This design comes from an exercise in tuning for small area, a short achievable clock period and few clock cycles per item on the open sky130 flow, not from production work.
No functional check of the RTL was part of any run shown here.

==> flow/design.v, too long to show whole: its modules and the start of the top module <==
// module tc_dot_product: 3143 lines
module tc_dot_product #(
    parameter int shape_k    = SHAPE_K_DEF,
    parameter int in_width   = IN_WIDTH_DEF,
    parameter int depth_warp = DEPTH_WARP_DEF,
    parameter int fifo_depth = FIFO_DEPTH_DEF
) (
    input  logic                          clk,
    input  logic                          reset_i,
    input  logic [shape_k*in_width-1:0]   a_i,
    input  logic [shape_k*in_width-1:0]   b_i,
    input  logic [C_WIDTH-1:0]            c_i,
    input  tc_pkg::tc_op_e                        op_i,
    input  logic [IDXW_WIDTH-1:0]         ctrl_reg_idxw_i,
    input  logic [depth_warp-1:0]         ctrl_warpid_i,
    input  logic                          in_valid_i,
    input  logic                          out_ready_i,
    output logic                          in_ready_o,
    output logic                          out_valid_o,
    output logic [C_WIDTH-1:0]            result_o,
    output logic                          ovf_o,
    output logic [IDXW_WIDTH-1:0]         ctrl_reg_idxw_o,
    output logic [depth_warp-1:0]         ctrl_warpid_o
);
  // ...
==> flow/run.sh <==
#!/bin/bash
# synth_recipe.tcl (not shown) runs the flow's synth.tcl, then flattens the netlist and writes it again
# the make line also repeats each setting of config.mk as NAME=value (left out here)
make -C /OpenROAD-flow-scripts/flow DESIGN_CONFIG=/design/flow/config.mk WORK_HOME=/design/flow/orfs CLKGATE_MAP_FILE= SYNTH_SCRIPT=/design/flow/synth_recipe.tcl finish
==> flow/config.mk <==
export PLATFORM = sky130hd
export DESIGN_NAME = tc_dot_product
export DESIGN_NICKNAME = tc_dot_product
export VERILOG_FILES = /design/flow/design.v
export SDC_FILE = /design/flow/constraint.sdc
export NUM_CORES = 4
export LEC_CHECK = 0
export CAP_MARGIN = 20
export CORE_MARGIN = 2
export CORE_UTILIZATION = 40
export SETUP_SLACK_MARGIN = 2.8
export SLEW_MARGIN = 20
==> flow/constraint.sdc <==
create_clock -name core_clock -period 5.5 [get_ports {clk}]
set_input_delay 1.1000 -clock core_clock [delete_from_list [all_inputs] [get_ports {clk}]]
set_output_delay 1.1000 -clock core_clock [all_outputs]
set_load 0.01 [all_outputs]
==> impl_metrics.toml, run 1 <==
[die]
fp-row-count = 91
die_h_um = 254
core_area_mm2 = 0.0618
dieWidth_um = 254
initial_core_util = 0.405

[final_layout]
area_delta_synth_final_pct = 29.9
seq_area_frac = 0.254
register_area_mm2 = 0.00826
clock_area_frac = 0.0328
final_cell_count_no_fill = 3173
diodes = 0
n_all_inverters = 472
seq_cells = 276
drive_gt1_frac = 0.373
largest_reg_flops = 169

[logic_synthesis]
syn_avg_cell_area_um2 = 12.2
synth_xor_area_frac = 0.0441
synth-simple-area-share = 0.119
synth.area.mux_share = 0.000400
ys_top_cells_by_area = "fa_1, edfxtp_1, and2_1"
synth_top_family_by_area = "adder cells"
async_flop_share = 0
synth_adder_area_share = 0.412

[sta]
fin_worst_skew_ns = 0.0180
setup_viol = 0
finalCriticalPeriod_ns = 3.44
setup_slack_ns = 2.06
drv_slew = 0

[global_route]
grt-ovfl-total = 0
busiest_layer = "met2"
grt_pass1_vias = 17900

[setup_path]
cp_slowest_cell = "fa_1"
regToRegStartpoint = "t2_q[9]"
critPathBufInv = 2

[detailed_routing]
wl_per_cell_um = 23.7
wl_met1_mm = 30.0
routed_wl_mm = 75.1

[outcome]
status = "complete, no violations"

[cts]
postCtsSetupBuffers = 30

[placement]
dp_cells = 3054
==> run 2: changes to the inputs <==
--- a/flow/design.v
+++ b/flow/design.v
@@ -30,17 +30,17 @@
     input  logic                          out_ready_i,
     output logic                          in_ready_o,
     output logic                          out_valid_o,
     output logic [C_WIDTH-1:0]            result_o,
     output logic                          ovf_o,
     output logic [IDXW_WIDTH-1:0]         ctrl_reg_idxw_o,
     output logic [depth_warp-1:0]         ctrl_warpid_o
 );
-    localparam int S = 3;    
+    localparam int S = 2;    
     logic sgn;
     assign sgn = (op_i == OP_SIGNED);
     logic         adv;
     logic [S-1:0] vld_q;
     assign adv         = !vld_q[S-1] || out_ready_i;
     assign in_ready_o  = adv;
     assign out_valid_o = vld_q[S-1];
     always_ff @(posedge clk) begin
@@ -1293,17 +1293,16 @@
     logic s1226;
     logic c1227;
     logic s1228;
     logic c1229;
     logic s1230;
     logic c1231;
     logic s1232;
     logic c1233;
-    logic [172:0] t1_q;
     logic s1234;
     logic c1235;
     logic s1236;
     logic c1237;
     logic s1238;
     logic c1239;
     logic s1240;
     logic c1241;
@@ -1462,16 +1461,17 @@
     logic s1394;
     logic c1395;
     logic s1396;
     logic c1397;
     logic s1398;
     logic c1399;
     logic s1400;
     logic c1401;
+    logic [88:0] t1_q;
     logic s1402;
     logic c1403;
     logic s1404;
     logic c1405;
     logic s1406;
     logic c1407;
     logic s1408;
     logic c1409;
@@ -1554,17 +1554,16 @@
     logic s1486;
     logic c1487;
     logic s1488;
     logic c1489;
     logic s1490;
     logic c1491;
     logic s1492;
     logic c1493;
-    logic [53:0] t2_q;
     logic s1494;
     logic c1495;
     logic s1496;
     logic c1497;
     logic s1498;
     logic c1499;
     logic s1500;
     logic c1501;
@@ -1589,16 +1588,18 @@
     logic s1520;
     logic c1521;
     logic s1522;
     logic c1523;
     logic s1524;
     logic c1525;
     logic s1526;
     logic c1527;
+    logic s1528;
+    logic c1529;
     assign pp1 = a_i[0] & b_i[0];
     assign pp2 = a_i[0] & b_i[1];
     assign pp3 = a_i[0] & b_i[2];
     assign pp4 = a_i[0] & b_i[3];
     assign pp5 = a_i[0] & b_i[4];
     assign pp6 = a_i[0] & b_i[5];
     assign pp7 = a_i[0] & b_i[6];
     assign pp8 = (a_i[0] & b_i[7]) ^ sgn;
@@ -2822,322 +2823,323 @@
     assign s1226 = c1069 ^ c1071 ^ c1073;
     assign c1227 = (c1069 & c1071) | (c1069 & c1073) | (c1071 & c1073);
     assign s1228 = c1075 ^ c1077 ^ s1078;
     assign c1229 = (c1075 & c1077) | (c1075 & s1078) | (c1077 & s1078);
     assign s1230 = s1080 ^ s852 ^ s854;
     assign c1231 = (s1080 & s852) | (s1080 & s854) | (s852 & s854);
     assign s1232 = c1079 ^ c1081 ^ s1082;
     assign c1233 = (c1079 & c1081) | (c1079 & s1082) | (c1081 & s1082);
-    assign s1234 = t1_q[36] ^ t1_q[37] ^ t1_q[38];
-    assign c1235 = (t1_q[36] & t1_q[37]) | (t1_q[36] & t1_q[38]) | (t1_q[37] & t1_q[38]);
-    assign s1236 = t1_q[51] ^ t1_q[52] ^ t1_q[53];
-    assign c1237 = (t1_q[51] & t1_q[52]) | (t1_q[51] & t1_q[53]) | (t1_q[52] & t1_q[53]);
-    assign s1238 = t1_q[54] ^ t1_q[55] ^ t1_q[56];
-    assign c1239 = (t1_q[54] & t1_q[55]) | (t1_q[54] & t1_q[56]) | (t1_q[55] & t1_q[56]);
-    assign s1240 = t1_q[67] ^ t1_q[68] ^ t1_q[69];
-    assign c1241 = (t1_q[67] & t1_q[68]) | (t1_q[67] & t1_q[69]) | (t1_q[68] & t1_q[69]);
-    assign s1242 = t1_q[70] ^ t1_q[71] ^ t1_q[72];
-    assign c1243 = (t1_q[70] & t1_q[71]) | (t1_q[70] & t1_q[72]) | (t1_q[71] & t1_q[72]);
-    assign s1244 = t1_q[73] ^ t1_q[74] ^ t1_q[75];
-    assign c1245 = (t1_q[73] & t1_q[74]) | (t1_q[73] & t1_q[75]) | (t1_q[74] & t1_q[75]);
-    assign s1246 = t1_q[76] ^ t1_q[77];
-    assign c1247 = t1_q[76] & t1_q[77];
-    assign s1248 = t1_q[85] ^ t1_q[86] ^ t1_q[87];
-    assign c1249 = (t1_q[85] & t1_q[86]) | (t1_q[85] & t1_q[87]) | (t1_q[86] & t1_q[87]);
-    assign s1250 = t1_q[88] ^ t1_q[89] ^ t1_q[90];
-    assign c1251 = (t1_q[88] & t1_q[89]) | (t1_q[88] & t1_q[90]) | (t1_q[89] & t1_q[90]);
-    assign s1252 = t1_q[91] ^ t1_q[92] ^ t1_q[93];
-    assign c1253 = (t1_q[91] & t1_q[92]) | (t1_q[91] & t1_q[93]) | (t1_q[92] & t1_q[93]);
-    assign s1254 = t1_q[94] ^ t1_q[95] ^ t1_q[96];
-    assign c1255 = (t1_q[94] & t1_q[95]) | (t1_q[94] & t1_q[96]) | (t1_q[95] & t1_q[96]);
-    assign s1256 = t1_q[97] ^ t1_q[98];
-    assign c1257 = t1_q[97] & t1_q[98];
-    assign s1258 = t1_q[103] ^ t1_q[104] ^ t1_q[105];
-    assign c1259 = (t1_q[103] & t1_q[104]) | (t1_q[103] & t1_q[105]) | (t1_q[104] & t1_q[105]);
-    assign s1260 = t1_q[106] ^ t1_q[107] ^ t1_q[108];
-    assign c1261 = (t1_q[106] & t1_q[107]) | (t1_q[106] & t1_q[108]) | (t1_q[107] & t1_q[108]);
-    assign s1262 = t1_q[109] ^ t1_q[110] ^ t1_q[111];
-    assign c1263 = (t1_q[109] & t1_q[110]) | (t1_q[109] & t1_q[111]) | (t1_q[110] & t1_q[111]);
-    assign s1264 = t1_q[112] ^ t1_q[113] ^ t1_q[114];
-    assign c1265 = (t1_q[112] & t1_q[113]) | (t1_q[112] & t1_q[114]) | (t1_q[113] & t1_q[114]);
-    assign s1266 = t1_q[115] ^ t1_q[116];
-    assign c1267 = t1_q[115] & t1_q[116];
-    assign s1268 = t1_q[120] ^ t1_q[121] ^ t1_q[122];
-    assign c1269 = (t1_q[120] & t1_q[121]) | (t1_q[120] & t1_q[122]) | (t1_q[121] & t1_q[122]);
-    assign s1270 = t1_q[123] ^ t1_q[124] ^ t1_q[125];
-    assign c1271 = (t1_q[123] & t1_q[124]) | (t1_q[123] & t1_q[125]) | (t1_q[124] & t1_q[125]);
-    assign s1272 = t1_q[126] ^ t1_q[127] ^ t1_q[128];
-    assign c1273 = (t1_q[126] & t1_q[127]) | (t1_q[126] & t1_q[128]) | (t1_q[127] & t1_q[128]);
-    assign s1274 = t1_q[134] ^ t1_q[135] ^ t1_q[136];
-    assign c1275 = (t1_q[134] & t1_q[135]) | (t1_q[134] & t1_q[136]) | (t1_q[135] & t1_q[136]);
-    assign s1276 = t1_q[25] ^ t1_q[26] ^ t1_q[27];
-    assign c1277 = (t1_q[25] & t1_q[26]) | (t1_q[25] & t1_q[27]) | (t1_q[26] & t1_q[27]);
-    assign s1278 = t1_q[39] ^ t1_q[40] ^ t1_q[41];
-    assign c1279 = (t1_q[39] & t1_q[40]) | (t1_q[39] & t1_q[41]) | (t1_q[40] & t1_q[41]);
-    assign s1280 = t1_q[42] ^ t1_q[43] ^ t1_q[44];
-    assign c1281 = (t1_q[42] & t1_q[43]) | (t1_q[42] & t1_q[44]) | (t1_q[43] & t1_q[44]);
-    assign s1282 = t1_q[45] ^ t1_q[46];
-    assign c1283 = t1_q[45] & t1_q[46];
-    assign s1284 = t1_q[57] ^ t1_q[58] ^ t1_q[59];
-    assign c1285 = (t1_q[57] & t1_q[58]) | (t1_q[57] & t1_q[59]) | (t1_q[58] & t1_q[59]);
-    assign s1286 = t1_q[60] ^ t1_q[61] ^ t1_q[62];
-    assign c1287 = (t1_q[60] & t1_q[61]) | (t1_q[60] & t1_q[62]) | (t1_q[61] & t1_q[62]);
-    assign s1288 = t1_q[63] ^ t1_q[64] ^ t1_q[65];
-    assign c1289 = (t1_q[63] & t1_q[64]) | (t1_q[63] & t1_q[65]) | (t1_q[64] & t1_q[65]);
-    assign s1290 = t1_q[66] ^ c1235;
-    assign c1291 = t1_q[66] & c1235;
-    assign s1292 = t1_q[78] ^ t1_q[79] ^ t1_q[80];
-    assign c1293 = (t1_q[78] & t1_q[79]) | (t1_q[78] & t1_q[80]) | (t1_q[79] & t1_q[80]);
-    assign s1294 = t1_q[81] ^ t1_q[82] ^ t1_q[83];
-    assign c1295 = (t1_q[81] & t1_q[82]) | (t1_q[81] & t1_q[83]) | (t1_q[82] & t1_q[83]);
-    assign s1296 = t1_q[84] ^ c1237 ^ c1239;
-    assign c1297 = (t1_q[84] & c1237) | (t1_q[84] & c1239) | (c1237 & c1239);
-    assign s1298 = s1240 ^ s1242 ^ s1244;
-    assign c1299 = (s1240 & s1242) | (s1240 & s1244) | (s1242 & s1244);
-    assign s1300 = t1_q[99] ^ t1_q[100] ^ t1_q[101];
-    assign c1301 = (t1_q[99] & t1_q[100]) | (t1_q[99] & t1_q[101]) | (t1_q[100] & t1_q[101]);
-    assign s1302 = t1_q[102] ^ c1241 ^ c1243;
-    assign c1303 = (t1_q[102] & c1241) | (t1_q[102] & c1243) | (c1241 & c1243);
-    assign s1304 = c1245 ^ c1247 ^ s1248;
-    assign c1305 = (c1245 & c1247) | (c1245 & s1248) | (c1247 & s1248);
-    assign s1306 = s1250 ^ s1252 ^ s1254;
-    assign c1307 = (s1250 & s1252) | (s1250 & s1254) | (s1252 & s1254);
-    assign s1308 = t1_q[117] ^ t1_q[118] ^ t1_q[119];
-    assign c1309 = (t1_q[117] & t1_q[118]) | (t1_q[117] & t1_q[119]) | (t1_q[118] & t1_q[119]);
-    assign s1310 = c1249 ^ c1251 ^ c1253;
-    assign c1311 = (c1249 & c1251) | (c1249 & c1253) | (c1251 & c1253);
-    assign s1312 = c1255 ^ c1257 ^ s1258;
-    assign c1313 = (c1255 & c1257) | (c1255 & s1258) | (c1257 & s1258);
-    assign s1314 = s1260 ^ s1262 ^ s1264;
-    assign c1315 = (s1260 & s1262) | (s1260 & s1264) | (s1262 & s1264);
-    assign s1316 = t1_q[129] ^ t1_q[130] ^ t1_q[131];
-    assign c1317 = (t1_q[129] & t1_q[130]) | (t1_q[129] & t1_q[131]) | (t1_q[130] & t1_q[131]);
-    assign s1318 = t1_q[132] ^ t1_q[133] ^ c1259;
-    assign c1319 = (t1_q[132] & t1_q[133]) | (t1_q[132] & c1259) | (t1_q[133] & c1259);
-    assign s1320 = c1261 ^ c1263 ^ c1265;
-    assign c1321 = (c1261 & c1263) | (c1261 & c1265) | (c1263 & c1265);
-    assign s1322 = c1267 ^ s1268 ^ s1270;
-    assign c1323 = (c1267 & s1268) | (c1267 & s1270) | (s1268 & s1270);
-    assign s1324 = t1_q[137] ^ t1_q[138] ^ t1_q[139];
-    assign c1325 = (t1_q[137] & t1_q[138]) | (t1_q[137] & t1_q[139]) | (t1_q[138] & t1_q[139]);
-    assign s1326 = t1_q[140] ^ t1_q[141] ^ t1_q[142];
-    assign c1327 = (t1_q[140] & t1_q[141]) | (t1_q[140] & t1_q[142]) | (t1_q[141] & t1_q[142]);
-    assign s1328 = t1_q[143] ^ t1_q[144] ^ t1_q[145];
-    assign c1329 = (t1_q[143] & t1_q[144]) | (t1_q[143] & t1_q[145]) | (t1_q[144] & t1_q[145]);
-    assign s1330 = c1269 ^ c1271 ^ c1273;
-    assign c1331 = (c1269 & c1271) | (c1269 & c1273) | (c1271 & c1273);
-    assign s1332 = t1_q[146] ^ t1_q[147] ^ t1_q[148];
-    assign c1333 = (t1_q[146] & t1_q[147]) | (t1_q[146] & t1_q[148]) | (t1_q[147] & t1_q[148]);
-    assign s1334 = t1_q[149] ^ t1_q[150] ^ t1_q[151];
-    assign c1335 = (t1_q[149] & t1_q[150]) | (t1_q[149] & t1_q[151]) | (t1_q[150] & t1_q[151]);
-    assign s1336 = t1_q[152] ^ t1_q[153] ^ t1_q[154];
-    assign c1337 = (t1_q[152] & t1_q[153]) | (t1_q[152] & t1_q[154]) | (t1_q[153] & t1_q[154]);
-    assign s1338 = t1_q[8] ^ t1_q[9] ^ t1_q[10];
-    assign c1339 = (t1_q[8] & t1_q[9]) | (t1_q[8] & t1_q[10]) | (t1_q[9] & t1_q[10]);
-    assign s1340 = t1_q[16] ^ t1_q[17] ^ t1_q[18];
-    assign c1341 = (t1_q[16] & t1_q[17]) | (t1_q[16] & t1_q[18]) | (t1_q[17] & t1_q[18]);
-    assign s1342 = t1_q[19] ^ t1_q[20] ^ t1_q[21];
-    assign c1343 = (t1_q[19] & t1_q[20]) | (t1_q[19] & t1_q[21]) | (t1_q[20] & t1_q[21]);
-    assign s1344 = t1_q[28] ^ t1_q[29] ^ t1_q[30];
-    assign c1345 = (t1_q[28] & t1_q[29]) | (t1_q[28] & t1_q[30]) | (t1_q[29] & t1_q[30]);
-    assign s1346 = t1_q[31] ^ t1_q[32] ^ t1_q[33];
-    assign c1347 = (t1_q[31] & t1_q[32]) | (t1_q[31] & t1_q[33]) | (t1_q[32] & t1_q[33]);
-    assign s1348 = t1_q[34] ^ t1_q[35];
-    assign c1349 = t1_q[34] & t1_q[35];
-    assign s1350 = t1_q[47] ^ t1_q[48] ^ t1_q[49];
-    assign c1351 = (t1_q[47] & t1_q[48]) | (t1_q[47] & t1_q[49]) | (t1_q[48] & t1_q[49]);
-    assign s1352 = t1_q[50] ^ s1234 ^ c1277;
-    assign c1353 = (t1_q[50] & s1234) | (t1_q[50] & c1277) | (s1234 & c1277);
-    assign s1354 = s1278 ^ s1280 ^ s1282;
-    assign c1355 = (s1278 & s1280) | (s1278 & s1282) | (s1280 & s1282);
-    assign s1356 = s1236 ^ s1238 ^ c1279;
-    assign c1357 = (s1236 & s1238) | (s1236 & c1279) | (s1238 & c1279);
-    assign s1358 = c1281 ^ c1283 ^ s1284;
-    assign c1359 = (c1281 & c1283) | (c1281 & s1284) | (c1283 & s1284);
-    assign s1360 = s1286 ^ s1288 ^ s1290;
-    assign c1361 = (s1286 & s1288) | (s1286 & s1290) | (s1288 & s1290);
-    assign s1362 = s1246 ^ c1285 ^ c1287;
-    assign c1363 = (s1246 & c1285) | (s1246 & c1287) | (c1285 & c1287);
-    assign s1364 = c1289 ^ c1291 ^ s1292;
-    assign c1365 = (c1289 & c1291) | (c1289 & s1292) | (c1291 & s1292);
-    assign s1366 = s1294 ^ s1296 ^ s1298;
-    assign c1367 = (s1294 & s1296) | (s1294 & s1298) | (s1296 & s1298);
-    assign s1368 = s1256 ^ c1293 ^ c1295;
-    assign c1369 = (s1256 & c1293) | (s1256 & c1295) | (c1293 & c1295);
-    assign s1370 = c1297 ^ c1299 ^ s1300;
-    assign c1371 = (c1297 & c1299) | (c1297 & s1300) | (c1299 & s1300);
-    assign s1372 = s1302 ^ s1304 ^ s1306;
-    assign c1373 = (s1302 & s1304) | (s1302 & s1306) | (s1304 & s1306);
-    assign s1374 = s1266 ^ c1301 ^ c1303;
-    assign c1375 = (s1266 & c1301) | (s1266 & c1303) | (c1301 & c1303);
-    assign s1376 = c1305 ^ c1307 ^ s1308;
-    assign c1377 = (c1305 & c1307) | (c1305 & s1308) | (c1307 & s1308);
-    assign s1378 = s1310 ^ s1312 ^ s1314;
-    assign c1379 = (s1310 & s1312) | (s1310 & s1314) | (s1312 & s1314);
-    assign s1380 = s1272 ^ c1309 ^ c1311;
-    assign c1381 = (s1272 & c1309) | (s1272 & c1311) | (c1309 & c1311);
-    assign s1382 = c1313 ^ c1315 ^ s1316;
-    assign c1383 = (c1313 & c1315) | (c1313 & s1316) | (c1315 & s1316);
-    assign s1384 = s1318 ^ s1320 ^ s1322;
-    assign c1385 = (s1318 & s1320) | (s1318 & s1322) | (s1320 & s1322);
-    assign s1386 = s1274 ^ c1317 ^ c1319;
-    assign c1387 = (s1274 & c1317) | (s1274 & c1319) | (c1317 & c1319);
-    assign s1388 = c1321 ^ c1323 ^ s1324;
-    assign c1389 = (c1321 & c1323) | (c1321 & s1324) | (c1323 & s1324);
-    assign s1390 = s1326 ^ s1328 ^ s1330;
-    assign c1391 = (s1326 & s1328) | (s1326 & s1330) | (s1328 & s1330);
-    assign s1392 = t1_q[155] ^ c1275 ^ c1325;
-    assign c1393 = (t1_q[155] & c1275) | (t1_q[155] & c1325) | (c1275 & c1325);
-    assign s1394 = c1327 ^ c1329 ^ c1331;
-    assign c1395 = (c1327 & c1329) | (c1327 & c1331) | (c1329 & c1331);
-    assign s1396 = s1332 ^ s1334 ^ s1336;
-    assign c1397 = (s1332 & s1334) | (s1332 & s1336) | (s1334 & s1336);
-    assign s1398 = t1_q[156] ^ t1_q[157] ^ t1_q[158];
-    assign c1399 = (t1_q[156] & t1_q[157]) | (t1_q[156] & t1_q[158]) | (t1_q[157] & t1_q[158]);
-    assign s1400 = t1_q[159] ^ t1_q[160] ^ t1_q[161];
-    assign c1401 = (t1_q[159] & t1_q[160]) | (t1_q[159] & t1_q[161]) | (t1_q[160] & t1_q[161]);
-    assign s1402 = c1333 ^ c1335 ^ c1337;
-    assign c1403 = (c1333 & c1335) | (c1333 & c1337) | (c1335 & c1337);
-    assign s1404 = t1_q[162] ^ t1_q[163] ^ t1_q[164];
-    assign c1405 = (t1_q[162] & t1_q[163]) | (t1_q[162] & t1_q[164]) | (t1_q[163] & t1_q[164]);
-    assign s1406 = t1_q[165] ^ t1_q[166];
-    assign c1407 = t1_q[165] & t1_q[166];
-    assign s1408 = t1_q[11] ^ t1_q[12] ^ t1_q[13];
-    assign c1409 = (t1_q[11] & t1_q[12]) | (t1_q[11] & t1_q[13]) | (t1_q[12] & t1_q[13]);
-    assign s1410 = t1_q[22] ^ t1_q[23] ^ t1_q[24];
-    assign c1411 = (t1_q[22] & t1_q[23]) | (t1_q[22] & t1_q[24]) | (t1_q[23] & t1_q[24]);
-    assign s1412 = c1339 ^ s1340;
-    assign c1413 = c1339 & s1340;
-    assign s1414 = s1276 ^ c1341 ^ c1343;
-    assign c1415 = (s1276 & c1341) | (s1276 & c1343) | (c1341 & c1343);
-    assign s1416 = s1344 ^ s1346 ^ s1348;
-    assign c1417 = (s1344 & s1346) | (s1344 & s1348) | (s1346 & s1348);
-    assign s1418 = c1345 ^ c1347 ^ c1349;
-    assign c1419 = (c1345 & c1347) | (c1345 & c1349) | (c1347 & c1349);
-    assign s1420 = s1350 ^ s1352 ^ s1354;
-    assign c1421 = (s1350 & s1352) | (s1350 & s1354) | (s1352 & s1354);
-    assign s1422 = c1351 ^ c1353 ^ c1355;
-    assign c1423 = (c1351 & c1353) | (c1351 & c1355) | (c1353 & c1355);
-    assign s1424 = s1356 ^ s1358 ^ s1360;
-    assign c1425 = (s1356 & s1358) | (s1356 & s1360) | (s1358 & s1360);
-    assign s1426 = c1357 ^ c1359 ^ c1361;
-    assign c1427 = (c1357 & c1359) | (c1357 & c1361) | (c1359 & c1361);
-    assign s1428 = s1362 ^ s1364 ^ s1366;
-    assign c1429 = (s1362 & s1364) | (s1362 & s1366) | (s1364 & s1366);
-    assign s1430 = c1363 ^ c1365 ^ c1367;
-    assign c1431 = (c1363 & c1365) | (c1363 & c1367) | (c1365 & c1367);
-    assign s1432 = s1368 ^ s1370 ^ s1372;
-    assign c1433 = (s1368 & s1370) | (s1368 & s1372) | (s1370 & s1372);
-    assign s1434 = c1369 ^ c1371 ^ c1373;
-    assign c1435 = (c1369 & c1371) | (c1369 & c1373) | (c1371 & c1373);
-    assign s1436 = s1374 ^ s1376 ^ s1378;
-    assign c1437 = (s1374 & s1376) | (s1374 & s1378) | (s1376 & s1378);
-    assign s1438 = c1375 ^ c1377 ^ c1379;
-    assign c1439 = (c1375 & c1377) | (c1375 & c1379) | (c1377 & c1379);
-    assign s1440 = s1380 ^ s1382 ^ s1384;
-    assign c1441 = (s1380 & s1382) | (s1380 & s1384) | (s1382 & s1384);
-    assign s1442 = c1381 ^ c1383 ^ c1385;
-    assign c1443 = (c1381 & c1383) | (c1381 & c1385) | (c1383 & c1385);
-    assign s1444 = s1386 ^ s1388 ^ s1390;
-    assign c1445 = (s1386 & s1388) | (s1386 & s1390) | (s1388 & s1390);
-    assign s1446 = c1387 ^ c1389 ^ c1391;
-    assign c1447 = (c1387 & c1389) | (c1387 & c1391) | (c1389 & c1391);
-    assign s1448 = s1392 ^ s1394 ^ s1396;
-    assign c1449 = (s1392 & s1394) | (s1392 & s1396) | (s1394 & s1396);
-    assign s1450 = c1393 ^ c1395 ^ c1397;
-    assign c1451 = (c1393 & c1395) | (c1393 & c1397) | (c1395 & c1397);
-    assign s1452 = s1398 ^ s1400 ^ s1402;
-    assign c1453 = (s1398 & s1400) | (s1398 & s1402) | (s1400 & s1402);
-    assign s1454 = t1_q[167] ^ c1399 ^ c1401;
-    assign c1455 = (t1_q[167] & c1399) | (t1_q[167] & c1401) | (c1399 & c1401);
-    assign s1456 = c1403 ^ s1404 ^ s1406;
-    assign c1457 = (c1403 & s1404) | (c1403 & s1406) | (s1404 & s1406);
-    assign s1458 = t1_q[168] ^ t1_q[169] ^ t1_q[170];
-    assign c1459 = (t1_q[168] & t1_q[169]) | (t1_q[168] & t1_q[170]) | (t1_q[169] & t1_q[170]);
-    assign s1460 = c1405 ^ c1407;
-    assign c1461 = c1405 & c1407;
-    assign s1462 = t1_q[4] ^ t1_q[5];
-    assign c1463 = t1_q[4] & t1_q[5];
-    assign s1464 = t1_q[14] ^ t1_q[15] ^ s1338;
-    assign c1465 = (t1_q[14] & t1_q[15]) | (t1_q[14] & s1338) | (t1_q[15] & s1338);
-    assign s1466 = s1342 ^ c1409 ^ s1410;
-    assign c1467 = (s1342 & c1409) | (s1342 & s1410) | (c1409 & s1410);
-    assign s1468 = c1411 ^ c1413 ^ s1414;
-    assign c1469 = (c1411 & c1413) | (c1411 & s1414) | (c1413 & s1414);
-    assign s1470 = c1415 ^ c1417 ^ s1418;
-    assign c1471 = (c1415 & c1417) | (c1415 & s1418) | (c1417 & s1418);
-    assign s1472 = c1419 ^ c1421 ^ s1422;
-    assign c1473 = (c1419 & c1421) | (c1419 & s1422) | (c1421 & s1422);
-    assign s1474 = c1423 ^ c1425 ^ s1426;
-    assign c1475 = (c1423 & c1425) | (c1423 & s1426) | (c1425 & s1426);
-    assign s1476 = c1427 ^ c1429 ^ s1430;
-    assign c1477 = (c1427 & c1429) | (c1427 & s1430) | (c1429 & s1430);
-    assign s1478 = c1431 ^ c1433 ^ s1434;
-    assign c1479 = (c1431 & c1433) | (c1431 & s1434) | (c1433 & s1434);
-    assign s1480 = c1435 ^ c1437 ^ s1438;
-    assign c1481 = (c1435 & c1437) | (c1435 & s1438) | (c1437 & s1438);
-    assign s1482 = c1439 ^ c1441 ^ s1442;
-    assign c1483 = (c1439 & c1441) | (c1439 & s1442) | (c1441 & s1442);
-    assign s1484 = c1443 ^ c1445 ^ s1446;
-    assign c1485 = (c1443 & c1445) | (c1443 & s1446) | (c1445 & s1446);
-    assign s1486 = c1447 ^ c1449 ^ s1450;
-    assign c1487 = (c1447 & c1449) | (c1447 & s1450) | (c1449 & s1450);
-    assign s1488 = c1451 ^ c1453 ^ s1454;
-    assign c1489 = (c1451 & c1453) | (c1451 & s1454) | (c1453 & s1454);
-    assign s1490 = c1455 ^ c1457 ^ s1458;
-    assign c1491 = (c1455 & c1457) | (c1455 & s1458) | (c1457 & s1458);
-    assign s1492 = t1_q[171] ^ c1459;
-    assign c1493 = t1_q[171] & c1459;
-    assign s1494 = t2_q[1] ^ t2_q[2];
-    assign c1495 = t2_q[1] & t2_q[2];
-    assign s1496 = t2_q[4] ^ t2_q[5] ^ t2_q[6];
-    assign c1497 = (t2_q[4] & t2_q[5]) | (t2_q[4] & t2_q[6]) | (t2_q[5] & t2_q[6]);
-    assign s1498 = t2_q[7] ^ t2_q[8] ^ t2_q[9];
-    assign c1499 = (t2_q[7] & t2_q[8]) | (t2_q[7] & t2_q[9]) | (t2_q[8] & t2_q[9]);
-    assign s1500 = t2_q[10] ^ t2_q[11] ^ t2_q[12];
-    assign c1501 = (t2_q[10] & t2_q[11]) | (t2_q[10] & t2_q[12]) | (t2_q[11] & t2_q[12]);
-    assign s1502 = t2_q[13] ^ t2_q[14] ^ t2_q[15];
-    assign c1503 = (t2_q[13] & t2_q[14]) | (t2_q[13] & t2_q[15]) | (t2_q[14] & t2_q[15]);
-    assign s1504 = t2_q[16] ^ t2_q[17] ^ t2_q[18];
-    assign c1505 = (t2_q[16] & t2_q[17]) | (t2_q[16] & t2_q[18]) | (t2_q[17] & t2_q[18]);
-    assign s1506 = t2_q[19] ^ t2_q[20] ^ t2_q[21];
-    assign c1507 = (t2_q[19] & t2_q[20]) | (t2_q[19] & t2_q[21]) | (t2_q[20] & t2_q[21]);
-    assign s1508 = t2_q[22] ^ t2_q[23] ^ t2_q[24];
-    assign c1509 = (t2_q[22] & t2_q[23]) | (t2_q[22] & t2_q[24]) | (t2_q[23] & t2_q[24]);
-    assign s1510 = t2_q[25] ^ t2_q[26] ^ t2_q[27];
-    assign c1511 = (t2_q[25] & t2_q[26]) | (t2_q[25] & t2_q[27]) | (t2_q[26] & t2_q[27]);
-    assign s1512 = t2_q[28] ^ t2_q[29] ^ t2_q[30];
-    assign c1513 = (t2_q[28] & t2_q[29]) | (t2_q[28] & t2_q[30]) | (t2_q[29] & t2_q[30]);
-    assign s1514 = t2_q[31] ^ t2_q[32] ^ t2_q[33];
-    assign c1515 = (t2_q[31] & t2_q[32]) | (t2_q[31] & t2_q[33]) | (t2_q[32] & t2_q[33]);
-    assign s1516 = t2_q[34] ^ t2_q[35] ^ t2_q[36];
-    assign c1517 = (t2_q[34] & t2_q[35]) | (t2_q[34] & t2_q[36]) | (t2_q[35] & t2_q[36]);
-    assign s1518 = t2_q[37] ^ t2_q[38] ^ t2_q[39];
-    assign c1519 = (t2_q[37] & t2_q[38]) | (t2_q[37] & t2_q[39]) | (t2_q[38] & t2_q[39]);
-    assign s1520 = t2_q[40] ^ t2_q[41] ^ t2_q[42];
-    assign c1521 = (t2_q[40] & t2_q[41]) | (t2_q[40] & t2_q[42]) | (t2_q[41] & t2_q[42]);
-    assign s1522 = t2_q[43] ^ t2_q[44] ^ t2_q[45];
-    assign c1523 = (t2_q[43] & t2_q[44]) | (t2_q[43] & t2_q[45]) | (t2_q[44] & t2_q[45]);
-    assign s1524 = t2_q[46] ^ t2_q[47] ^ t2_q[48];
-    assign c1525 = (t2_q[46] & t2_q[47]) | (t2_q[46] & t2_q[48]) | (t2_q[47] & t2_q[48]);
-    assign s1526 = t2_q[49] ^ t2_q[50] ^ t2_q[51];
-    assign c1527 = (t2_q[49] & t2_q[50]) | (t2_q[49] & t2_q[51]) | (t2_q[50] & t2_q[51]);
+    assign s1234 = s1084 ^ s862 ^ c_i[1];
+    assign c1235 = (s1084 & s862) | (s1084 & c_i[1]) | (s862 & c_i[1]);
+    assign s1236 = c1085 ^ s1086 ^ s1088;
+    assign c1237 = (c1085 & s1086) | (c1085 & s1088) | (s1086 & s1088);
+    assign s1238 = c1087 ^ c1089 ^ c1091;
+    assign c1239 = (c1087 & c1089) | (c1087 & c1091) | (c1089 & c1091);
+    assign s1240 = s1092 ^ s1094 ^ s1096;
+    assign c1241 = (s1092 & s1094) | (s1092 & s1096) | (s1094 & s1096);
+    assign s1242 = c1093 ^ c1095 ^ c1097;
+    assign c1243 = (c1093 & c1095) | (c1093 & c1097) | (c1095 & c1097);
+    assign s1244 = s1098 ^ s1100 ^ s1102;
+    assign c1245 = (s1098 & s1100) | (s1098 & s1102) | (s1100 & s1102);
+    assign s1246 = s1104 ^ s1106 ^ c_i[4];
+    assign c1247 = (s1104 & s1106) | (s1104 & c_i[4]) | (s1106 & c_i[4]);
+    assign s1248 = c1099 ^ c1101 ^ c1103;
+    assign c1249 = (c1099 & c1101) | (c1099 & c1103) | (c1101 & c1103);
+    assign s1250 = c1105 ^ c1107 ^ s1108;
+    assign c1251 = (c1105 & c1107) | (c1105 & s1108) | (c1107 & s1108);
+    assign s1252 = s1110 ^ s1112 ^ s1114;
+    assign c1253 = (s1110 & s1112) | (s1110 & s1114) | (s1112 & s1114);
+    assign s1254 = c1109 ^ c1111 ^ c1113;
+    assign c1255 = (c1109 & c1111) | (c1109 & c1113) | (c1111 & c1113);
+    assign s1256 = c1115 ^ c1117 ^ c1119;
+    assign c1257 = (c1115 & c1117) | (c1115 & c1119) | (c1117 & c1119);
+    assign s1258 = s1120 ^ s1122 ^ s1124;
+    assign c1259 = (s1120 & s1122) | (s1120 & s1124) | (s1122 & s1124);
+    assign s1260 = s1126 ^ s1128 ^ s1130;
+    assign c1261 = (s1126 & s1128) | (s1126 & s1130) | (s1128 & s1130);
+    assign s1262 = s1132 ^ s660 ^ s662;
+    assign c1263 = (s1132 & s660) | (s1132 & s662) | (s660 & s662);
+    assign s1264 = c1121 ^ c1123 ^ c1125;
+    assign c1265 = (c1121 & c1123) | (c1121 & c1125) | (c1123 & c1125);
+    assign s1266 = c1127 ^ c1129 ^ c1131;
+    assign c1267 = (c1127 & c1129) | (c1127 & c1131) | (c1129 & c1131);
+    assign s1268 = c1133 ^ s1134 ^ s1136;
+    assign c1269 = (c1133 & s1134) | (c1133 & s1136) | (s1134 & s1136);
+    assign s1270 = s1138 ^ s1140 ^ s1142;
+    assign c1271 = (s1138 & s1140) | (s1138 & s1142) | (s1140 & s1142);
+    assign s1272 = s1144 ^ s1146 ^ s1148;
+    assign c1273 = (s1144 & s1146) | (s1144 & s1148) | (s1146 & s1148);
+    assign s1274 = c1135 ^ c1137 ^ c1139;
+    assign c1275 = (c1135 & c1137) | (c1135 & c1139) | (c1137 & c1139);
+    assign s1276 = c1141 ^ c1143 ^ c1145;
+    assign c1277 = (c1141 & c1143) | (c1141 & c1145) | (c1143 & c1145);
+    assign s1278 = c1147 ^ c1149 ^ s1150;
+    assign c1279 = (c1147 & c1149) | (c1147 & s1150) | (c1149 & s1150);
+    assign s1280 = s1152 ^ s1154 ^ s1156;
+    assign c1281 = (s1152 & s1154) | (s1152 & s1156) | (s1154 & s1156);
+    assign s1282 = s1158 ^ s1160 ^ s1162;
+    assign c1283 = (s1158 & s1160) | (s1158 & s1162) | (s1160 & s1162);
+    assign s1284 = s1164 ^ s1166 ^ s742;
+    assign c1285 = (s1164 & s1166) | (s1164 & s742) | (s1166 & s742);
+    assign s1286 = c1151 ^ c1153 ^ c1155;
+    assign c1287 = (c1151 & c1153) | (c1151 & c1155) | (c1153 & c1155);
+    assign s1288 = c1157 ^ c1159 ^ c1161;
+    assign c1289 = (c1157 & c1159) | (c1157 & c1161) | (c1159 & c1161);
+    assign s1290 = c1163 ^ c1165 ^ c1167;
+    assign c1291 = (c1163 & c1165) | (c1163 & c1167) | (c1165 & c1167);
+    assign s1292 = s1168 ^ s1170 ^ s1172;
+    assign c1293 = (s1168 & s1170) | (s1168 & s1172) | (s1170 & s1172);
+    assign s1294 = s1174 ^ s1176 ^ s1178;
+    assign c1295 = (s1174 & s1176) | (s1174 & s1178) | (s1176 & s1178);
+    assign s1296 = s1180 ^ s1182 ^ s1018;
+    assign c1297 = (s1180 & s1182) | (s1180 & s1018) | (s1182 & s1018);
+    assign s1298 = c1169 ^ c1171 ^ c1173;
+    assign c1299 = (c1169 & c1171) | (c1169 & c1173) | (c1171 & c1173);
+    assign s1300 = c1175 ^ c1177 ^ c1179;
+    assign c1301 = (c1175 & c1177) | (c1175 & c1179) | (c1177 & c1179);
+    assign s1302 = c1181 ^ c1183 ^ s1184;
+    assign c1303 = (c1181 & c1183) | (c1181 & s1184) | (c1183 & s1184);
+    assign s1304 = s1186 ^ s1188 ^ s1190;
+    assign c1305 = (s1186 & s1188) | (s1186 & s1190) | (s1188 & s1190);
+    assign s1306 = s1192 ^ s1194 ^ s1196;
+    assign c1307 = (s1192 & s1194) | (s1192 & s1196) | (s1194 & s1196);
+    assign s1308 = c1185 ^ c1187 ^ c1189;
+    assign c1309 = (c1185 & c1187) | (c1185 & c1189) | (c1187 & c1189);
+    assign s1310 = c1191 ^ c1193 ^ c1195;
+    assign c1311 = (c1191 & c1193) | (c1191 & c1195) | (c1193 & c1195);
+    assign s1312 = c1197 ^ s1198 ^ s1200;
+    assign c1313 = (c1197 & s1198) | (c1197 & s1200) | (s1198 & s1200);
+    assign s1314 = s1202 ^ s1204 ^ s1206;
+    assign c1315 = (s1202 & s1204) | (s1202 & s1206) | (s1204 & s1206);
+    assign s1316 = c1199 ^ c1201 ^ c1203;
+    assign c1317 = (c1199 & c1201) | (c1199 & c1203) | (c1201 & c1203);
+    assign s1318 = c1205 ^ c1207 ^ c1209;
+    assign c1319 = (c1205 & c1207) | (c1205 & c1209) | (c1207 & c1209);
+    assign s1320 = s1210 ^ s1212 ^ s1214;
+    assign c1321 = (s1210 & s1212) | (s1210 & s1214) | (s1212 & s1214);
+    assign s1322 = s1216 ^ s1218 ^ c_i[12];
+    assign c1323 = (s1216 & s1218) | (s1216 & c_i[12]) | (s1218 & c_i[12]);
+    assign s1324 = c1211 ^ c1213 ^ c1215;
+    assign c1325 = (c1211 & c1213) | (c1211 & c1215) | (c1213 & c1215);
+    assign s1326 = c1217 ^ c1219 ^ s1220;
+    assign c1327 = (c1217 & c1219) | (c1217 & s1220) | (c1219 & s1220);
+    assign s1328 = s1222 ^ s1224 ^ s1074;
+    assign c1329 = (s1222 & s1224) | (s1222 & s1074) | (s1224 & s1074);
+    assign s1330 = c1221 ^ c1223 ^ c1225;
+    assign c1331 = (c1221 & c1223) | (c1221 & c1225) | (c1223 & c1225);
+    assign s1332 = s1226 ^ s1228 ^ s1230;
+    assign c1333 = (s1226 & s1228) | (s1226 & s1230) | (s1228 & s1230);
+    assign s1334 = c1227 ^ c1229 ^ c1231;
+    assign c1335 = (c1227 & c1229) | (c1227 & c1231) | (c1229 & c1231);
+    assign s1336 = s1232 ^ cb513 ^ sgn;
+    assign c1337 = (s1232 & cb513) | (s1232 & sgn) | (cb513 & sgn);
+    assign s1338 = c1233 ^ c1083 ^ sgn;
+    assign c1339 = (c1233 & c1083) | (c1233 & sgn) | (c1083 & sgn);
+    assign s1340 = c1235 ^ s1236 ^ s1090;
+    assign c1341 = (c1235 & s1236) | (c1235 & s1090) | (s1236 & s1090);
+    assign s1342 = c1237 ^ s1238 ^ s1240;
+    assign c1343 = (c1237 & s1238) | (c1237 & s1240) | (s1238 & s1240);
+    assign s1344 = c1239 ^ c1241 ^ s1242;
+    assign c1345 = (c1239 & c1241) | (c1239 & s1242) | (c1241 & s1242);
+    assign s1346 = c1243 ^ c1245 ^ c1247;
+    assign c1347 = (c1243 & c1245) | (c1243 & c1247) | (c1245 & c1247);
+    assign s1348 = s1248 ^ s1250 ^ s1252;
+    assign c1349 = (s1248 & s1250) | (s1248 & s1252) | (s1250 & s1252);
+    assign s1350 = c1249 ^ c1251 ^ c1253;
+    assign c1351 = (c1249 & c1251) | (c1249 & c1253) | (c1251 & c1253);
+    assign s1352 = s1254 ^ s1256 ^ s1258;
+    assign c1353 = (s1254 & s1256) | (s1254 & s1258) | (s1256 & s1258);
+    assign s1354 = c1255 ^ c1257 ^ c1259;
+    assign c1355 = (c1255 & c1257) | (c1255 & c1259) | (c1257 & c1259);
+    assign s1356 = c1261 ^ c1263 ^ s1264;
+    assign c1357 = (c1261 & c1263) | (c1261 & s1264) | (c1263 & s1264);
+    assign s1358 = s1266 ^ s1268 ^ s1270;
+    assign c1359 = (s1266 & s1268) | (s1266 & s1270) | (s1268 & s1270);
+    assign s1360 = c1265 ^ c1267 ^ c1269;
+    assign c1361 = (c1265 & c1267) | (c1265 & c1269) | (c1267 & c1269);
+    assign s1362 = c1271 ^ c1273 ^ s1274;
+    assign c1363 = (c1271 & c1273) | (c1271 & s1274) | (c1273 & s1274);
+    assign s1364 = s1276 ^ s1278 ^ s1280;
+    assign c1365 = (s1276 & s1278) | (s1276 & s1280) | (s1278 & s1280);
+    assign s1366 = c1275 ^ c1277 ^ c1279;
+    assign c1367 = (c1275 & c1277) | (c1275 & c1279) | (c1277 & c1279);
+    assign s1368 = c1281 ^ c1283 ^ c1285;
+    assign c1369 = (c1281 & c1283) | (c1281 & c1285) | (c1283 & c1285);
+    assign s1370 = s1286 ^ s1288 ^ s1290;
+    assign c1371 = (s1286 & s1288) | (s1286 & s1290) | (s1288 & s1290);
+    assign s1372 = s1292 ^ s1294 ^ s1296;
+    assign c1373 = (s1292 & s1294) | (s1292 & s1296) | (s1294 & s1296);
+    assign s1374 = c1287 ^ c1289 ^ c1291;
+    assign c1375 = (c1287 & c1289) | (c1287 & c1291) | (c1289 & c1291);
+    assign s1376 = c1293 ^ c1295 ^ c1297;
+    assign c1377 = (c1293 & c1295) | (c1293 & c1297) | (c1295 & c1297);
+    assign s1378 = s1298 ^ s1300 ^ s1302;
+    assign c1379 = (s1298 & s1300) | (s1298 & s1302) | (s1300 & s1302);
+    assign s1380 = s1304 ^ s1306 ^ s1038;
+    assign c1381 = (s1304 & s1306) | (s1304 & s1038) | (s1306 & s1038);
+    assign s1382 = c1299 ^ c1301 ^ c1303;
+    assign c1383 = (c1299 & c1301) | (c1299 & c1303) | (c1301 & c1303);
+    assign s1384 = c1305 ^ c1307 ^ s1308;
+    assign c1385 = (c1305 & c1307) | (c1305 & s1308) | (c1307 & s1308);
+    assign s1386 = s1310 ^ s1312 ^ s1314;
+    assign c1387 = (s1310 & s1312) | (s1310 & s1314) | (s1312 & s1314);
+    assign s1388 = c1309 ^ c1311 ^ c1313;
+    assign c1389 = (c1309 & c1311) | (c1309 & c1313) | (c1311 & c1313);
+    assign s1390 = c1315 ^ s1316 ^ s1318;
+    assign c1391 = (c1315 & s1316) | (c1315 & s1318) | (s1316 & s1318);
+    assign s1392 = c1317 ^ c1319 ^ c1321;
+    assign c1393 = (c1317 & c1319) | (c1317 & c1321) | (c1319 & c1321);
+    assign s1394 = c1323 ^ s1324 ^ s1326;
+    assign c1395 = (c1323 & s1324) | (c1323 & s1326) | (s1324 & s1326);
+    assign s1396 = c1325 ^ c1327 ^ c1329;
+    assign c1397 = (c1325 & c1327) | (c1325 & c1329) | (c1327 & c1329);
+    assign s1398 = c1331 ^ c1333 ^ s1334;
+    assign c1399 = (c1331 & c1333) | (c1331 & s1334) | (c1333 & s1334);
+    assign s1400 = c1335 ^ c1337 ^ s1338;
+    assign c1401 = (c1335 & c1337) | (c1335 & s1338) | (c1337 & s1338);
+    assign s1402 = t1_q[22] ^ t1_q[23];
+    assign c1403 = t1_q[22] & t1_q[23];
+    assign s1404 = t1_q[29] ^ t1_q[30] ^ t1_q[31];
+    assign c1405 = (t1_q[29] & t1_q[30]) | (t1_q[29] & t1_q[31]) | (t1_q[30] & t1_q[31]);
+    assign s1406 = t1_q[32] ^ t1_q[33];
+    assign c1407 = t1_q[32] & t1_q[33];
+    assign s1408 = t1_q[37] ^ t1_q[38] ^ t1_q[39];
+    assign c1409 = (t1_q[37] & t1_q[38]) | (t1_q[37] & t1_q[39]) | (t1_q[38] & t1_q[39]);
+    assign s1410 = t1_q[40] ^ t1_q[41];
+    assign c1411 = t1_q[40] & t1_q[41];
+    assign s1412 = t1_q[44] ^ t1_q[45] ^ t1_q[46];
+    assign c1413 = (t1_q[44] & t1_q[45]) | (t1_q[44] & t1_q[46]) | (t1_q[45] & t1_q[46]);
+    assign s1414 = t1_q[47] ^ t1_q[48] ^ t1_q[49];
+    assign c1415 = (t1_q[47] & t1_q[48]) | (t1_q[47] & t1_q[49]) | (t1_q[48] & t1_q[49]);
+    assign s1416 = t1_q[50] ^ t1_q[51];
+    assign c1417 = t1_q[50] & t1_q[51];
+    assign s1418 = t1_q[53] ^ t1_q[54] ^ t1_q[55];
+    assign c1419 = (t1_q[53] & t1_q[54]) | (t1_q[53] & t1_q[55]) | (t1_q[54] & t1_q[55]);
+    assign s1420 = t1_q[56] ^ t1_q[57] ^ t1_q[58];
+    assign c1421 = (t1_q[56] & t1_q[57]) | (t1_q[56] & t1_q[58]) | (t1_q[57] & t1_q[58]);
+    assign s1422 = t1_q[59] ^ t1_q[60] ^ t1_q[61];
+    assign c1423 = (t1_q[59] & t1_q[60]) | (t1_q[59] & t1_q[61]) | (t1_q[60] & t1_q[61]);
+    assign s1424 = t1_q[62] ^ t1_q[63] ^ t1_q[64];
+    assign c1425 = (t1_q[62] & t1_q[63]) | (t1_q[62] & t1_q[64]) | (t1_q[63] & t1_q[64]);
+    assign s1426 = t1_q[65] ^ t1_q[66] ^ t1_q[67];
+    assign c1427 = (t1_q[65] & t1_q[66]) | (t1_q[65] & t1_q[67]) | (t1_q[66] & t1_q[67]);
+    assign s1428 = t1_q[69] ^ t1_q[70] ^ t1_q[71];
+    assign c1429 = (t1_q[69] & t1_q[70]) | (t1_q[69] & t1_q[71]) | (t1_q[70] & t1_q[71]);
+    assign s1430 = t1_q[11] ^ t1_q[12];
+    assign c1431 = t1_q[11] & t1_q[12];
+    assign s1432 = t1_q[16] ^ t1_q[17] ^ t1_q[18];
+    assign c1433 = (t1_q[16] & t1_q[17]) | (t1_q[16] & t1_q[18]) | (t1_q[17] & t1_q[18]);
+    assign s1434 = t1_q[19] ^ t1_q[20];
+    assign c1435 = t1_q[19] & t1_q[20];
+    assign s1436 = t1_q[24] ^ t1_q[25] ^ t1_q[26];
+    assign c1437 = (t1_q[24] & t1_q[25]) | (t1_q[24] & t1_q[26]) | (t1_q[25] & t1_q[26]);
+    assign s1438 = t1_q[27] ^ t1_q[28] ^ s1402;
+    assign c1439 = (t1_q[27] & t1_q[28]) | (t1_q[27] & s1402) | (t1_q[28] & s1402);
+    assign s1440 = t1_q[34] ^ t1_q[35] ^ t1_q[36];
+    assign c1441 = (t1_q[34] & t1_q[35]) | (t1_q[34] & t1_q[36]) | (t1_q[35] & t1_q[36]);
+    assign s1442 = c1403 ^ s1404 ^ s1406;
+    assign c1443 = (c1403 & s1404) | (c1403 & s1406) | (s1404 & s1406);
+    assign s1444 = t1_q[42] ^ t1_q[43] ^ c1405;
+    assign c1445 = (t1_q[42] & t1_q[43]) | (t1_q[42] & c1405) | (t1_q[43] & c1405);
+    assign s1446 = c1407 ^ s1408 ^ s1410;
+    assign c1447 = (c1407 & s1408) | (c1407 & s1410) | (s1408 & s1410);
+    assign s1448 = t1_q[52] ^ c1409 ^ c1411;
+    assign c1449 = (t1_q[52] & c1409) | (t1_q[52] & c1411) | (c1409 & c1411);
+    assign s1450 = s1412 ^ s1414 ^ s1416;
+    assign c1451 = (s1412 & s1414) | (s1412 & s1416) | (s1414 & s1416);
+    assign s1452 = c1413 ^ c1415 ^ c1417;
+    assign c1453 = (c1413 & c1415) | (c1413 & c1417) | (c1415 & c1417);
+    assign s1454 = s1418 ^ s1420 ^ s1422;
+    assign c1455 = (s1418 & s1420) | (s1418 & s1422) | (s1420 & s1422);
+    assign s1456 = t1_q[68] ^ c1419 ^ c1421;
+    assign c1457 = (t1_q[68] & c1419) | (t1_q[68] & c1421) | (c1419 & c1421);
+    assign s1458 = c1423 ^ s1424 ^ s1426;
+    assign c1459 = (c1423 & s1424) | (c1423 & s1426) | (s1424 & s1426);
+    assign s1460 = t1_q[72] ^ t1_q[73] ^ t1_q[74];
+    assign c1461 = (t1_q[72] & t1_q[73]) | (t1_q[72] & t1_q[74]) | (t1_q[73] & t1_q[74]);
+    assign s1462 = c1425 ^ c1427 ^ s1428;
+    assign c1463 = (c1425 & c1427) | (c1425 & s1428) | (c1427 & s1428);
+    assign s1464 = t1_q[75] ^ t1_q[76] ^ t1_q[77];
+    assign c1465 = (t1_q[75] & t1_q[76]) | (t1_q[75] & t1_q[77]) | (t1_q[76] & t1_q[77]);
+    assign s1466 = t1_q[78] ^ t1_q[79] ^ c1429;
+    assign c1467 = (t1_q[78] & t1_q[79]) | (t1_q[78] & c1429) | (t1_q[79] & c1429);
+    assign s1468 = t1_q[80] ^ t1_q[81];
+    assign c1469 = t1_q[80] & t1_q[81];
+    assign s1470 = t1_q[3] ^ t1_q[4];
+    assign c1471 = t1_q[3] & t1_q[4];
+    assign s1472 = t1_q[7] ^ t1_q[8] ^ t1_q[9];
+    assign c1473 = (t1_q[7] & t1_q[8]) | (t1_q[7] & t1_q[9]) | (t1_q[8] & t1_q[9]);
+    assign s1474 = t1_q[13] ^ t1_q[14] ^ t1_q[15];
+    assign c1475 = (t1_q[13] & t1_q[14]) | (t1_q[13] & t1_q[15]) | (t1_q[14] & t1_q[15]);
+    assign s1476 = t1_q[21] ^ c1431 ^ s1432;
+    assign c1477 = (t1_q[21] & c1431) | (t1_q[21] & s1432) | (c1431 & s1432);
+    assign s1478 = c1433 ^ c1435 ^ s1436;
+    assign c1479 = (c1433 & c1435) | (c1433 & s1436) | (c1435 & s1436);
+    assign s1480 = c1437 ^ c1439 ^ s1440;
+    assign c1481 = (c1437 & c1439) | (c1437 & s1440) | (c1439 & s1440);
+    assign s1482 = c1441 ^ c1443 ^ s1444;
+    assign c1483 = (c1441 & c1443) | (c1441 & s1444) | (c1443 & s1444);
+    assign s1484 = c1445 ^ c1447 ^ s1448;
+    assign c1485 = (c1445 & c1447) | (c1445 & s1448) | (c1447 & s1448);
+    assign s1486 = c1449 ^ c1451 ^ s1452;
+    assign c1487 = (c1449 & c1451) | (c1449 & s1452) | (c1451 & s1452);
+    assign s1488 = c1453 ^ c1455 ^ s1456;
+    assign c1489 = (c1453 & c1455) | (c1453 & s1456) | (c1455 & s1456);
+    assign s1490 = c1457 ^ c1459 ^ s1460;
+    assign c1491 = (c1457 & c1459) | (c1457 & s1460) | (c1459 & s1460);
+    assign s1492 = c1461 ^ c1463 ^ s1464;
+    assign c1493 = (c1461 & c1463) | (c1461 & s1464) | (c1463 & s1464);
+    assign s1494 = t1_q[82] ^ c1465 ^ c1467;
+    assign c1495 = (t1_q[82] & c1465) | (t1_q[82] & c1467) | (c1465 & c1467);
+    assign s1496 = t1_q[83] ^ t1_q[84];
+    assign c1497 = t1_q[83] & t1_q[84];
+    assign s1498 = t1_q[85] ^ t1_q[86];
+    assign c1499 = t1_q[85] & t1_q[86];
+    assign s1500 = t1_q[5] ^ t1_q[6];
+    assign c1501 = t1_q[5] & t1_q[6];
+    assign s1502 = t1_q[10] ^ c1471 ^ s1472;
+    assign c1503 = (t1_q[10] & c1471) | (t1_q[10] & s1472) | (c1471 & s1472);
+    assign s1504 = s1430 ^ c1473 ^ s1474;
+    assign c1505 = (s1430 & c1473) | (s1430 & s1474) | (c1473 & s1474);
+    assign s1506 = s1434 ^ c1475 ^ s1476;
+    assign c1507 = (s1434 & c1475) | (s1434 & s1476) | (c1475 & s1476);
+    assign s1508 = s1438 ^ c1477 ^ s1478;
+    assign c1509 = (s1438 & c1477) | (s1438 & s1478) | (c1477 & s1478);
+    assign s1510 = s1442 ^ c1479 ^ s1480;
+    assign c1511 = (s1442 & c1479) | (s1442 & s1480) | (c1479 & s1480);
+    assign s1512 = s1446 ^ c1481 ^ s1482;
+    assign c1513 = (s1446 & c1481) | (s1446 & s1482) | (c1481 & s1482);
+    assign s1514 = s1450 ^ c1483 ^ s1484;
+    assign c1515 = (s1450 & c1483) | (s1450 & s1484) | (c1483 & s1484);
+    assign s1516 = s1454 ^ c1485 ^ s1486;
+    assign c1517 = (s1454 & c1485) | (s1454 & s1486) | (c1485 & s1486);
+    assign s1518 = s1458 ^ c1487 ^ s1488;
+    assign c1519 = (s1458 & c1487) | (s1458 & s1488) | (c1487 & s1488);
+    assign s1520 = s1462 ^ c1489 ^ s1490;
+    assign c1521 = (s1462 & c1489) | (s1462 & s1490) | (c1489 & s1490);
+    assign s1522 = s1466 ^ c1491 ^ s1492;
+    assign c1523 = (s1466 & c1491) | (s1466 & s1492) | (c1491 & s1492);
+    assign s1524 = s1468 ^ c1493 ^ s1494;
+    assign c1525 = (s1468 & c1493) | (s1468 & s1494) | (c1493 & s1494);
+    assign s1526 = c1469 ^ c1495 ^ s1496;
+    assign c1527 = (c1469 & c1495) | (c1469 & s1496) | (c1495 & s1496);
+    assign s1528 = t1_q[87] ^ c1497 ^ s1498;
+    assign c1529 = (t1_q[87] & c1497) | (t1_q[87] & s1498) | (c1497 & s1498);
     always_ff @(posedge clk) begin
         if (adv) begin
-            t1_q <= {sgn, sgn, sgn, c1083, c1233, sgn, cb513, s1232, c1231, c1229, c1227, s1230, s1228, s1226, c1225, c1223, c1221, s1076, s1074, s1224, s1222, s1220, c1219, c1217, c1215, c1213, c1211, c_i[12], s1218, s1216, s1214, s1212, s1210, c1209, c1207, c1205, c1203, c1201, c1199, sgn, s1208, s1206, s1204, s1202, s1200, s1198, c1197, c1195, c1193, c1191, c1189, c1187, c1185, c_i[10], s1038, s1196, s1194, s1192, s1190, s1188, s1186, s1184, c1183, c1181, c1179, c1177, c1175, c1173, c1171, c1169, s1018, s1182, s1180, s1178, s1176, s1174, s1172, s1170, s1168, c1167, c1165, c1163, c1161, c1159, c1157, c1155, c1153, c1151, s742, s1166, s1164, s1162, s1160, s1158, s1156, s1154, s1152, s1150, c1149, c1147, c1145, c1143, c1141, c1139, c1137, c1135, s968, s1148, s1146, s1144, s1142, s1140, s1138, s1136, s1134, c1133, c1131, c1129, c1127, c1125, c1123, c1121, s662, s660, s1132, s1130, s1128, s1126, s1124, s1122, s1120, c1119, c1117, c1115, c1113, c1111, c1109, s1118, s1116, s1114, s1112, s1110, s1108, c1107, c1105, c1103, c1101, c1099, c_i[4], s1106, s1104, s1102, s1100, s1098, c1097, c1095, c1093, s566, s882, s1096, s1094, s1092, c1091, c1089, c1087, s1090, s1088, s1086, c1085, c_i[1], s862, s1084, s856};
-            t2_q <= {t1_q[172], c1493, s1492, c1491, c1461, s1490, c1489, s1460, s1488, c1487, s1456, s1486, c1485, s1452, s1484, c1483, s1448, s1482, c1481, s1444, s1480, c1479, s1440, s1478, c1477, s1436, s1476, c1475, s1432, s1474, c1473, s1428, s1472, c1471, s1424, s1470, c1469, s1420, s1468, c1467, s1416, s1466, c1465, s1412, s1464, c1463, s1408, s1462, t1_q[7], t1_q[6], t1_q[3], t1_q[2], t1_q[1], t1_q[0]};
+            t1_q <= {sgn, sgn, c1339, c1401, s1400, c1399, s1336, s1398, c1397, s1332, s1330, s1396, c1395, c1393, s1076, s1328, s1394, s1392, c1391, c1389, s1322, s1320, s1390, s1388, c1387, c1385, c1383, sgn, s1208, s1386, s1384, s1382, c1381, c1379, c1377, c1375, c_i[10], s1380, s1378, s1376, s1374, c1373, c1371, c1369, c1367, s1372, s1370, s1368, s1366, c1365, c1363, c1361, s1284, s1282, s1364, s1362, s1360, c1359, c1357, c1355, s968, s1272, s1358, s1356, s1354, c1353, c1351, s1262, s1260, s1352, s1350, c1349, c1347, s1118, s1116, s1348, s1346, c1345, s1246, s1244, s1344, c1343, s566, s882, s1342, c1341, s1340, s1234, s856};
         end
     end
     logic [19:0] total;
     logic [15:0]   sat_val;
     logic          sat_ovf;
     logic          sgn_t;
-    assign sgn_t = sgn_q[1];
-    assign total = {t2_q[53], t2_q[52], c1525, c1523, c1521, c1519, c1517, c1515, c1513, c1511, c1509, c1507, c1505, c1503, c1501, c1499, c1497, c1495, t2_q[3], t2_q[0]} + {1'b0, c1527, s1526, s1524, s1522, s1520, s1518, s1516, s1514, s1512, s1510, s1508, s1506, s1504, s1502, s1500, s1498, s1496, s1494, 1'b0};
+    assign sgn_t = sgn_q[0];
+    assign total = {t1_q[88], c1499, c1527, c1525, c1523, c1521, c1519, c1517, c1515, c1513, c1511, c1509, c1507, c1505, c1503, c1501, s1470, t1_q[2], t1_q[1], t1_q[0]} + {1'b0, c1529, s1528, s1526, s1524, s1522, s1520, s1518, s1516, s1514, s1512, s1510, s1508, s1506, s1504, s1502, s1500, 1'b0, 1'b0, 1'b0};
     always_comb begin
         sat_val = total[15:0];
         sat_ovf = 1'b0;
         if (sgn_t) begin
             if (total[19:15] != '0 && total[19:15] != '1) begin
                 sat_val = total[19] ? 16'h8000 : 16'h7fff;
                 sat_ovf = 1'b1;
             end
==> flow/config.mk (replaced) <==
export PLATFORM = sky130hd
export DESIGN_NAME = tc_dot_product
export DESIGN_NICKNAME = tc_dot_product
export VERILOG_FILES = /design/flow/design.v
export SDC_FILE = /design/flow/constraint.sdc
export NUM_CORES = 4
export LEC_CHECK = 0
export CAP_MARGIN = 20
export CORE_MARGIN = 2
export CORE_UTILIZATION = 40
export SETUP_SLACK_MARGIN = 2.0
export SLEW_MARGIN = 20
==> impl_metrics.toml, run 2 <==
[setup_path]
crit_fanout = 7
startpoint_type = "flip-flop"
crit_top_cell = "fa_1"
ff2ff_path_depth = 12
path_cells = "fa_1 -> fa_1 -> fa_1 -> fa_1 -> ha_4 -> o21a_1 -> nand2_2 -> and3_1 -> or4_4 -> or4_4 -> nor2b_4 -> a21oi_2"
cp_slowest_cell = "fa_1"
worstPathArrival_ns = 5.06
r2r_end = "result_o[11]"
regToRegStartpoint = "t1_q[66]"
worst_setup_path_end_kind = "flip-flop"
crit_required_ns = 5.79
cpPeakStageDelay_ns = 0.55
r2r_setup_slack_ns = 0.73
critical_path_class = "flip-flop to flip-flop"

[cts]
cts.htree.levels = 4
cts_buffers = 17
clk_pin_slew_ns = 0.06
clkSinkCount = 128
cts_tree = "yes"
clockBufferDepth = 2
insertion_delay_ns = 0.44
cts-root-buf = "clkbuf_16"

[global_route]
grt_pass1_vias = 15800
grt_use_total = 0.242
grt-ovfl-total = 0
antenna_found_initial = 1
grt_pass1_wl_mm = 94.6
grt_max_degree = 69

[sta]
max_freq_mhz = 210
grt_setup_unrepaired = "true"
worstMarginPinSlew_ns = 0.874
finalCritPeriodShare = 0.867
slew_headroom = 0.417
hold_violations = 0
finalCriticalPeriod_ns = 4.77
fin_setup_tns_ns = 0
setup_viol = 0
fin_worst_skew_ns = 0.00991
hold_ws_ns = 0.417
drv_slew = 0

[logic_synthesis]
synth_seq_cells = 128
synth-edff-count = 126
ys_seq_area_frac = 0.185
syn_avg_cell_area_um2 = 10.6
async_flop_share = 0
synth.most_common_cell = "inv_1"
synthCells = 1958
ys_top_cells_by_area = "fa_1, edfxtp_1, inv_1"
netlist_area_mm2 = 0.0207
synth_common_cells = "inv_1, fa_1, and2_1, nand2_1, edfxtp_1"
synth.distinct_cells = 50
yosys_warnings = 3
synth_top_area_frac = 0.481
ys.flop_type = "edfxtp_1"
synth_area_leader_cell = "fa_1"
syn-num-nets = 2642

[die]
pin_count = 190
core_area_mm2 = 0.0512
die-area_mm2 = 0.0536
die_h_um = 232
fp-row-count = 83
initial_core_util = 0.404
dieWidth_um = 232

[min_path]
whs_path_depth = 0
holdPathEnd = "idxw_q[1][2]"
min-delay-path-class = "flip-flop to flip-flop"
worstHoldStart = "idxw_q[0][2]"

[detailed_routing]
firstDrtPassIters = 8
route.detailed.drc = 0
drt_iter0_drc = 718
routed_wl_mm = 62.3
wl_per_cell_um = 21.4
vias = 14000
drtAntennaViolNets = 0
viasPerCell = 4.83

[final_layout]
area_delta_synth_final_pct = 32.5
utilization = 0.536
top_register = "t1_q"
drive_gt1_frac = 0.399
diodes = 0
reg_top3 = "t1_q x87, idxw_q x16, result_o x16"
final_nets = 2898
final_common_cell = "inv_1"
largest_reg_flops = 87
most-common-layout-cells = "inv_1, fa_1, fa_2"

[run]
cap_viol_max_count = 0

[placement]
dp_hpwl_mm = 53.7
portBuffers = 189
place.gp.congestion = 0.925

[outcome]
status = "complete, no violations"
[run 2: routing by layer]
metal | wire [µm] | vias up | GRT usage
met3 | 3320 | 115 | 0.0369
met1 | 25200 | 7373 | 0.311
li1 | - | 6142 | -
met5 | 7 | - | 0
met2 | 32100 | 397 | 0.425
met4 | 1670 | 2 | 0.0657
[run 2: through the flow]
stage / setup slack (ns) / std cells / cell area, µm²
2_1_floorplan: 0.845 / 1958 / 22300
3_3_place_gp: 0.419 / 2818 / 24800
3_5_place_dp: 0.397 / 2818 / 24800
4_1_cts: 0.635 / 2893 / 26600
5_1_grt: 0.581 / 2907 / 27400
6_report: 0.729 / 2907 / 27400
[run 2: worst max path at each step]
stage | startpoint | end | depth (start not counted)
2_1_floorplan | t1_q[37] | result_o[3] | 17
3_3_place_gp | b_i[7] | t1_q[43] | 10
3_5_place_dp | b_i[7] | t1_q[43] | 10
4_1_cts | t1_q[39] | result_o[8] | 16
5_1_grt | t1_q[38] | result_o[0] | 17
6_report | t1_q[66] | result_o[11] | 12
[run 2: repair_timing]
action / 4_1_cts / 5_1_grt
gates resized for setup: 1091 / 186
hold buffers: 0 / 0
endpoints found under the setup margin: 98 / 88
pin swaps: 185 / 122
gates cloned: 9 / 1
buffers inserted: 34 / 13
[run 2: critical path: cells and delay by family, from the launching register on]
family,cells,cell delay [ns]
flops,1,0.43
compound gates,2,0.33
fa+ha+maj,5,2.35
simple gates,5,1.51
[run 2: final cells by class]
cell class / instances / area (µm²)
fill: 4484 / 23800
sequential: 128 / 3820
timing repair buffer: 266 / 2860
multi-input combinational: 1276 / 17300
tap: 680 / 851
clock inverter: 14 / 171
inverter: 522 / 1990
timing repair inverter: 3 / 56.3
clock buffer: 18 / 429
[run 2: cell families (layout without fill, tap and decap cells)]
| family | Yosys count | in the layout | synth area share |
|---|---|---|---|
| AND/OR/NAND/NOR | 565 | 567 | 0.142 |
| buffers and inverters | 556 | 823 | 0.101 |
| adder cells (fa/ha/maj) | 524 | 524 | 0.497 |
| flip-flops | 128 | 128 | 0.185 |
| XOR/XNOR | 124 | 124 | 0.0525 |
| AO/OA/AOI/OAI | 57 | 57 | 0.0208 |
| multiplexers | 4 | 4 | 0.00193 |

[what the ideal ports hide]
The results above use ideal ports. As a check the final layouts listed here were re-extracted and re-timed, cells and wires unchanged. Step 1 (the two cells are an assumption about what drives the block):
set clk [get_ports {clk}]
set_driving_cell -lib_cell sky130_fd_sc_hd__clkbuf_16 $clk
set_driving_cell -lib_cell sky130_fd_sc_hd__buf_2 [delete_from_list [all_inputs] $clk]
Step 2 moves the port delays by t, midway between the first and last clock arrival at a register: inputs arrive t later, outputs are due t later. That takes back most of the time a late clock gives input paths. Slacks: no drivers / after step 1 / after step 2; pairs: no drivers / after step 1.
run	t, ns	slack for setup (ns)	latest minus earliest clock arrival (ns)	worst data-port slew with drivers (ns)	cell pins on the clock port's net
run 1	0.593	2.063 / 2.063 / 1.734	0.021 / 0.021	0.31	1
run 2	0.481	0.729 / 0.729 / 0.729	0.012 / 0.012	0.09	1
After both steps setup and hold are still met in every run listed. The setup slack of run 1, which loses most, moves by 0.000 ns with the drivers and by -0.329 ns with both steps.
